This design comes from an exercise in tuning for small area, a short achievable clock period and few clock cycles on the open sky130 flow, not from production work. Power figures rest on the tool's default switching activity, not on a simulated workload.

main:
==> flow/design.v <==
package art_pkg;
  localparam int unsigned ENTRIES_DEF      = 64;
  localparam int unsigned MAX_SUBJECTS_DEF = 16;
  localparam int unsigned MAX_OBJECTS_DEF  = 16;
  localparam int unsigned CFG_W = 5;
  localparam int unsigned LIST_MAX = 16;
  localparam logic [2:0] MODE_ADD  = 3'd0;
  localparam logic [2:0] MODE_REM  = 3'd1;
  localparam logic [2:0] MODE_NEW  = 3'd2;
  localparam logic [2:0] MODE_DEL  = 3'd3;
  localparam logic [2:0] MODE_OCC  = 3'd4;
  localparam logic [2:0] MODE_LIST = 3'd5;
  localparam logic [1:0] ST_DONE = 2'd0;
  localparam logic [1:0] ST_NEW  = 2'd1;
  localparam logic [1:0] ST_NONE = 2'd2;
  localparam logic [1:0] ST_FULL = 2'd3;
  localparam logic CFG_INIT_SUBJ = 1'b0;
  localparam logic CFG_OBJ_CNT   = 1'b1;
  localparam logic [1:0] RIGHTS_RW = 2'b11;
  typedef struct packed {
    logic start;     
    logic scan;      
    logic append;    
    logic finish;    
    logic emit;      
  } art_cmd_t;
  typedef struct packed {
    logic scan_done;   
    logic list_left;   
  } art_sts_t;
endpackage
module access_rights_table_unit
#(
  parameter int unsigned ENTRIES      = art_pkg::ENTRIES_DEF,
  parameter int unsigned MAX_SUBJECTS = art_pkg::MAX_SUBJECTS_DEF,
  parameter int unsigned MAX_OBJECTS  = art_pkg::MAX_OBJECTS_DEF
) (
  input  logic             clk_i,
  input  logic             rst_ni,
  input  logic             cfg_we_i,
  input  logic             cfg_idx_i,
  input  logic [art_pkg::CFG_W-1:0] cfg_data_i,
  input  logic             s_axis_tvalid,
  output logic             s_axis_tready,
  input  logic [15:0]      s_axis_tdata,   
  output logic             m_axis_tvalid,
  input  logic             m_axis_tready,
  output logic [31:0]      m_axis_tdata,   
  output logic             m_axis_tlast
);
  localparam int N = 64;
  logic        hv_q, sv_q;           
  logic [12:0] sc_q;                 
  logic [12:3] hc_q;                 
  logic        push, pop, load;
  assign s_axis_tready = !sv_q;
  assign push = s_axis_tvalid && !sv_q;
  assign load = pop || (push && !hv_q);
  logic [3:0] cs, co;
  logic [1:0] cm;
  assign cs   = hc_q[6:3];
  assign co   = hc_q[10:7];
  assign cm   = hc_q[12:11];
  logic m_add, m_rem, m_new, m_del, m_occ, m_list;
  logic [12:0] nh;
  logic [3:0]  hi_d;
  always_comb begin
    nh = sv_q ? sc_q : s_axis_tdata[12:0];
    if (nh[2:0] == art_pkg::MODE_OCC) nh[6:3] = hi_d;
  end
  logic [3:0] subj_q [0:N-1];
  logic [3:0] obj_q  [0:N-1];
  logic [1:0] rts_q  [0:N-1];
  logic [6:0] count_q;
  logic [3:0] hi_q;                  
  logic [15:0] gone_q;
  logic [15:0] allow_q;              
  logic [4:0] added_q, init_q;
  logic [4:0] objc_q;                
  logic       dany_q;                
  logic [6:0] ptr_q;                 
  logic        o0v_q, o0l_q, o1v_q, o1l_q;
  logic [23:0] o0d_q, o1d_q;
  logic step;
  assign step = hv_q && !o1v_q;
  logic use_s, use_o;
  assign use_s = !m_list;
  assign use_o = m_add || m_rem || m_list;
  logic [N-1:0] valid, p;
  always_comb begin
    for (int i = 0; i < N; i++) begin
      valid[i] = (rts_q[i] != 2'b00);
      p[i] = valid[i] && (!use_s || subj_q[i] == cs) && (!use_o || obj_q[i] == co) &&
             (!m_list || ptr_q[6] || (6'(i) < ptr_q[5:0]));
    end
  end
  logic       t_any [0:6][0:N-1];
  logic       t_mul [0:6][0:N-1];
  logic [5:0] t_idx [0:6][0:N-1];
  logic [3:0] t_sub [0:6][0:N-1];
  always_comb begin
    for (int l = 0; l < 7; l++)
      for (int i = 0; i < N; i++) begin
        t_any[l][i] = 1'b0; t_mul[l][i] = 1'b0; t_idx[l][i] = '0; t_sub[l][i] = '0;
      end
    for (int i = 0; i < N; i++) begin
      t_any[0][i] = p[i];
      t_sub[0][i] = subj_q[i];
    end
    for (int l = 0; l < 6; l++)
      for (int i = 0; i < (N >> (l + 1)); i++) begin
        t_any[l+1][i] = t_any[l][2*i] | t_any[l][2*i+1];
        t_mul[l+1][i] = t_mul[l][2*i] | t_mul[l][2*i+1] | (t_any[l][2*i] & t_any[l][2*i+1]);
        t_sub[l+1][i] = t_any[l][2*i+1] ? t_sub[l][2*i+1] : t_sub[l][2*i];
        t_idx[l+1][i] = t_any[l][2*i+1] ? (t_idx[l][2*i+1] | 6'(1 << l)) : t_idx[l][2*i];
      end
  end
  logic       any_p, multi;
  logic [5:0] hidx;
  logic [3:0] hsubj;
  assign any_p = t_any[6][0];
  assign multi = t_mul[6][0];
  assign hidx  = t_idx[6][0];
  assign hsubj = t_sub[6][0];
  logic remz;
  always_comb begin
    remz = 1'b0;
    for (int i = 0; i < N; i++)
      remz = remz | (p[i] && ((rts_q[i] & ~cm) == 2'b00));
  end
  logic [N-1:0] sh;
  logic [7:0]   gall, gpre;
  always_comb begin
    for (int g = 0; g < 8; g++) gall[g] = &valid[8*g +: 8];
    gpre[0] = 1'b1;
    for (int g = 1; g < 8; g++) gpre[g] = gpre[g-1] & gall[g-1];
    for (int i = 0; i < N; i++) begin
      sh[i] = gpre[i / 8];
      for (int j = 8 * (i / 8); j < i; j++) sh[i] = sh[i] & valid[j];
    end
  end
  logic [5:0] tot_raw;
  logic       tfull;
  logic [4:0] total;
  assign tot_raw = {1'b0, init_q} + {1'b0, added_q};
  assign tfull = (tot_raw >= 6'd16);
  assign total = tfull ? 5'd16 : tot_raw[4:0];
  logic sub_ok, tfull_tab, shift, ins;
  assign sub_ok = allow_q[cs];
  assign tfull_tab = count_q[6];
  assign shift = step && m_add && sub_ok && (cm != 2'b00) && !tfull_tab;
  assign ins = shift && !any_p;
  logic occ_done, emit, done, last;
  assign occ_done = any_p || (count_q == 7'd0);
  always_comb begin
    emit = 1'b1; done = 1'b1; last = 1'b1;
    if (m_del && multi) begin emit = 1'b0; done = 1'b0; end
    if (m_occ && !occ_done) begin emit = 1'b0; done = 1'b0; end
    if (m_list && multi) begin done = 1'b0; last = 1'b0; end
  end
  assign pop = step && done;
  logic [4:0] rows;
  assign rows = (count_q == 7'd0) ? 5'd0 : {1'b0, cs} + 5'd1;
  assign hi_d = (ins && cs > hi_q) ? cs :
                (step && m_occ && !occ_done) ? cs - 4'd1 : hi_q;
  logic [1:0] st;
  logic [4:0] so;
  always_comb begin
    st = art_pkg::ST_NONE;
    so = '0;
    if (m_add) begin
      if (any_p) st = art_pkg::ST_DONE;
      else if (sub_ok) begin
        if (cm == 2'b00) st = art_pkg::ST_DONE;
        else if (tfull_tab) st = art_pkg::ST_FULL;
        else st = art_pkg::ST_NEW;
      end
    end
    if (m_rem && any_p) st = art_pkg::ST_DONE;
    if (m_new) begin
      if (tfull) begin st = art_pkg::ST_FULL; so = 5'd16; end
      else begin st = art_pkg::ST_DONE; so = total + 5'd1; end
    end
    if (m_del && (any_p || dany_q)) st = art_pkg::ST_DONE;
    if (m_occ) st = art_pkg::ST_DONE;
    if (m_list && any_p) begin st = art_pkg::ST_DONE; so = {1'b0, hsubj}; end
  end
  logic [8:0] cells;
  assign cells = 9'(rows * objc_q);
  logic [23:0] res;
  assign res = {m_occ, m_occ ? count_q : 7'd0, m_occ ? cells : 9'd0, m_occ ? rows : so, st};
  logic [1:0] rorm, randm;
  assign rorm  = m_add ? cm : 2'b00;
  assign randm = m_rem ? ~cm : (m_add ? 2'b11 : 2'b00);
  always_ff @(posedge clk_i) begin
    for (int i = 0; i < N; i++) begin
      if (shift && sh[i]) begin
        subj_q[i] <= (i == 0) ? cs : subj_q[(i == 0) ? 0 : i-1];
        obj_q[i]  <= (i == 0) ? co : obj_q[(i == 0) ? 0 : i-1];
      end
    end
  end
  always_ff @(posedge clk_i or negedge rst_ni) begin
    if (!rst_ni) begin
      for (int i = 0; i < N; i++) rts_q[i] <= 2'b00;
    end else begin
      for (int i = 0; i < N; i++) begin
        if (shift && sh[i]) begin
          if (i == 0) rts_q[i] <= any_p ? 2'b00 : cm;
          else rts_q[i] <= rts_q[(i == 0) ? 0 : i-1] | (p[(i == 0) ? 0 : i-1] ? cm : 2'b00);
        end else if (step && (((m_add || m_rem) && p[i]) || (m_del && p[i] && hidx == 6'(i))))
          rts_q[i] <= (rts_q[i] | rorm) & randm;
      end
    end
  end
  logic [4:0]  init_d, added_d;
  logic [15:0] gone_d, allow_d;
  logic [5:0]  tot_d;
  always_comb begin
    init_d = (cfg_we_i && cfg_idx_i == art_pkg::CFG_INIT_SUBJ) ? cfg_data_i : init_q;
    added_d = (step && m_new && !tfull) ? added_q + 5'd1 : added_q;
    gone_d = gone_q;
    if (step && m_del && !multi && (any_p || dany_q)) gone_d[cs] = 1'b1;
    tot_d = {1'b0, init_d} + {1'b0, added_d};
    for (int k = 0; k < 16; k++) allow_d[k] = (6'(k) < tot_d) && !gone_d[k];
  end
  always_ff @(posedge clk_i) begin
    if (!o0v_q || m_axis_tready) begin
      o0d_q <= o1v_q ? o1d_q : res;
      o0l_q <= o1v_q ? o1l_q : last;
    end
    if (!o1v_q) begin
      o1d_q <= res;
      o1l_q <= last;
    end
    if (!sv_q) sc_q <= s_axis_tdata[12:0];
  end
  always_ff @(posedge clk_i or negedge rst_ni) begin
    if (!rst_ni) begin
      hv_q <= 1'b0; sv_q <= 1'b0; hc_q <= '0;
      m_add <= 1'b0; m_rem <= 1'b0; m_new <= 1'b0; m_del <= 1'b0; m_occ <= 1'b0; m_list <= 1'b0;
      count_q <= '0; hi_q <= '0; gone_q <= '0; added_q <= '0;
      init_q <= 5'd2; objc_q <= 5'd2; allow_q <= 16'h0003;
      ptr_q <= 7'd64; dany_q <= 1'b0;
      o0v_q <= 1'b0; o1v_q <= 1'b0;
    end else begin
      if (cfg_we_i && cfg_idx_i == art_pkg::CFG_OBJ_CNT)
        objc_q <= (cfg_data_i > 5'd16) ? 5'd16 : cfg_data_i;
      init_q <= init_d;
      added_q <= added_d;
      gone_q <= gone_d;
      allow_q <= allow_d;
      if (load) begin
        hc_q <= nh[12:3];
        m_add  <= (nh[2:0] == art_pkg::MODE_ADD);
        m_rem  <= (nh[2:0] == art_pkg::MODE_REM);
        m_new  <= (nh[2:0] == art_pkg::MODE_NEW);
        m_del  <= (nh[2:0] == art_pkg::MODE_DEL);
        m_occ  <= (nh[2:0] == art_pkg::MODE_OCC);
        m_list <= (nh[2:0] == art_pkg::MODE_LIST);
      end else if (step && m_occ && !occ_done) begin
        hc_q[6:3] <= hc_q[6:3] - 4'd1;
      end
      if (pop) begin
        if (sv_q) sv_q <= push;
        else hv_q <= push;
      end else if (push) begin
        if (!hv_q) hv_q <= 1'b1;
        else sv_q <= 1'b1;
      end
      if (step) begin
        ptr_q <= done ? 7'd64 : {1'b0, hidx};
        dany_q <= done ? 1'b0 : (dany_q || (m_del && any_p));
      end
      if (ins) count_q <= count_q + 7'd1;
      else if (step && ((m_rem && any_p && remz) || (m_del && any_p)))
        count_q <= count_q - 7'd1;
      hi_q <= hi_d;
      if (!o0v_q || m_axis_tready) begin
        o0v_q <= o1v_q || (step && emit);
        o1v_q <= 1'b0;
      end else if (step && emit) o1v_q <= 1'b1;
    end
  end
  logic       o_occ;
  logic [4:0] o_x;
  assign o_occ = o0d_q[23];
  assign o_x = o0d_q[6:2];
  assign m_axis_tvalid = o0v_q;
  assign m_axis_tdata  = {4'b0, o0d_q[22:7], o_occ ? o_x : 5'd0,
                          o_occ ? 5'd0 : o_x, o0d_q[1:0]};
  assign m_axis_tlast  = o0l_q;
endmodule
==> flow/config.mk <==
export PLATFORM = sky130hd
export DESIGN_NAME = access_rights_table_unit
export DESIGN_NICKNAME = access_rights_table_unit
export VERILOG_FILES = /design/flow/design.v
export SDC_FILE = /design/flow/constraint.sdc
export NUM_CORES = 4
export LEC_CHECK = 0
export CAP_MARGIN = 20
export CORE_MARGIN = 2
export CORE_UTILIZATION = 60
export PLACE_DENSITY = 0.75
export SETUP_SLACK_MARGIN = 3.0
export SLEW_MARGIN = 20
==> flow/constraint.sdc <==
create_clock -name core_clock -period 8.0 [get_ports {clk_i}]
set_input_delay 1.6000 -clock core_clock [delete_from_list [all_inputs] [get_ports {clk_i}]]
set_output_delay 1.6000 -clock core_clock [all_outputs]
set_load 0.01 [all_outputs]
run.sh (not shown) runs the stock make flow with config.mk's settings and CLKGATE_MAP_FILE= SYNTH_SCRIPT=/design/flow/synth_recipe.tcl, a recipe that flattens the netlist after the stock synthesis.
diff inputs: main => the feature branch
diff --git a/flow/design.v b/flow/design.v
--- a/flow/design.v
+++ b/flow/design.v
@@ -77,14 +77,15 @@
   logic [15:0] allow_q;              
   logic [4:0] added_q, init_q;
   logic [4:0] objc_q;                
   logic       dany_q;                
   logic [6:0] ptr_q;                 
-  logic        o0v_q, o0l_q, o1v_q, o1l_q;
-  logic [23:0] o0d_q, o1d_q;
-  logic step;
-  assign step = hv_q && !o1v_q;
+  logic        o0v_q, o0l_q;
+  logic [23:0] o0d_q;
+  logic ofree, step;
+  assign ofree = !o0v_q || m_axis_tready;
+  assign step = hv_q && ofree;
   logic use_s, use_o;
   assign use_s = !m_list;
   assign use_o = m_add || m_rem || m_list;
   logic [N-1:0] valid, p;
   always_comb begin
@@ -223,28 +224,24 @@
     if (step && m_del && !multi && (any_p || dany_q)) gone_d[cs] = 1'b1;
     tot_d = {1'b0, init_d} + {1'b0, added_d};
     for (int k = 0; k < 16; k++) allow_d[k] = (6'(k) < tot_d) && !gone_d[k];
   end
   always_ff @(posedge clk_i) begin
-    if (!o0v_q || m_axis_tready) begin
-      o0d_q <= o1v_q ? o1d_q : res;
-      o0l_q <= o1v_q ? o1l_q : last;
-    end
-    if (!o1v_q) begin
-      o1d_q <= res;
-      o1l_q <= last;
+    if (ofree) begin
+      o0d_q <= res;
+      o0l_q <= last;
     end
     if (!sv_q) sc_q <= s_axis_tdata[12:0];
   end
   always_ff @(posedge clk_i or negedge rst_ni) begin
     if (!rst_ni) begin
       hv_q <= 1'b0; sv_q <= 1'b0; hc_q <= '0;
       m_add <= 1'b0; m_rem <= 1'b0; m_new <= 1'b0; m_del <= 1'b0; m_occ <= 1'b0; m_list <= 1'b0;
       count_q <= '0; hi_q <= '0; gone_q <= '0; added_q <= '0;
       init_q <= 5'd2; objc_q <= 5'd2; allow_q <= 16'h0003;
       ptr_q <= 7'd64; dany_q <= 1'b0;
-      o0v_q <= 1'b0; o1v_q <= 1'b0;
+      o0v_q <= 1'b0;
     end else begin
       if (cfg_we_i && cfg_idx_i == art_pkg::CFG_OBJ_CNT)
         objc_q <= (cfg_data_i > 5'd16) ? 5'd16 : cfg_data_i;
       init_q <= init_d;
       added_q <= added_d;
@@ -274,14 +271,11 @@
       end
       if (ins) count_q <= count_q + 7'd1;
       else if (step && ((m_rem && any_p && remz) || (m_del && any_p)))
         count_q <= count_q - 7'd1;
       hi_q <= hi_d;
-      if (!o0v_q || m_axis_tready) begin
-        o0v_q <= o1v_q || (step && emit);
-        o1v_q <= 1'b0;
-      end else if (step && emit) o1v_q <= 1'b1;
+      if (ofree) o0v_q <= step && emit;
     end
   end
   logic       o_occ;
   logic [4:0] o_x;
   assign o_occ = o0d_q[23];
[summary]
- The feature branch: no failed stages, no open violations at the end
- Of main and the feature branch, the lower post-synthesis cell type count belongs to the feature branch.
- The die of the feature branch is smaller than the one used in main.
- Looking at overall global routing resource usage, the feature branch sits 1.4 points higher than main does.
- The feature branch consumes more power than main does.
- Against main as the reference, the feature branch delivers a lower count of clock-buffer cells in the layout.
- Status: share of synthesized area occupied by flip-flops and latches parity (the feature branch, main)
- Max maximum operating frequency across main and the feature branch: main
- [the feature branch vs main] total half-perimeter wirelength after legalization and detailed placement: lower in the feature branch
No functional check of the RTL was part of any run of this note.

separate check: timing with driven ports:
Ports are ideal in the flow. The routed layouts listed here were re-timed in OpenROAD.
Step 1 (the two cells are an assumption about what drives the block):
set clk [get_ports {clk_i}]
set_driving_cell -lib_cell sky130_fd_sc_hd__clkbuf_16 $clk
set_driving_cell -lib_cell sky130_fd_sc_hd__buf_2 [delete_from_list [all_inputs] $clk]
Step 2, shift: input delay + t, output delay - t, t = (earliest + latest rising clock arrival at the registers) / 2. This alone moves slack from input paths to output paths.
a / b / c = ideal ports / drivers / drivers and shift; a / b = the first two.
| run | t, ns | setup WS [ns] | clock arrival spread, ns |
|---|---|---|---|
| main | 0.741 | 2.952 / 2.952 / 2.952 | 0.029 / 0.028 |
| the feature branch | 0.732 | 2.899 / 2.899 / 2.364 | 0.039 / 0.039 |
After both steps every run listed still meets setup and hold. For the feature branch, which loses most, drivers alone change the setup slack by 0.000 ns; drivers and shift together by -0.535 ns.
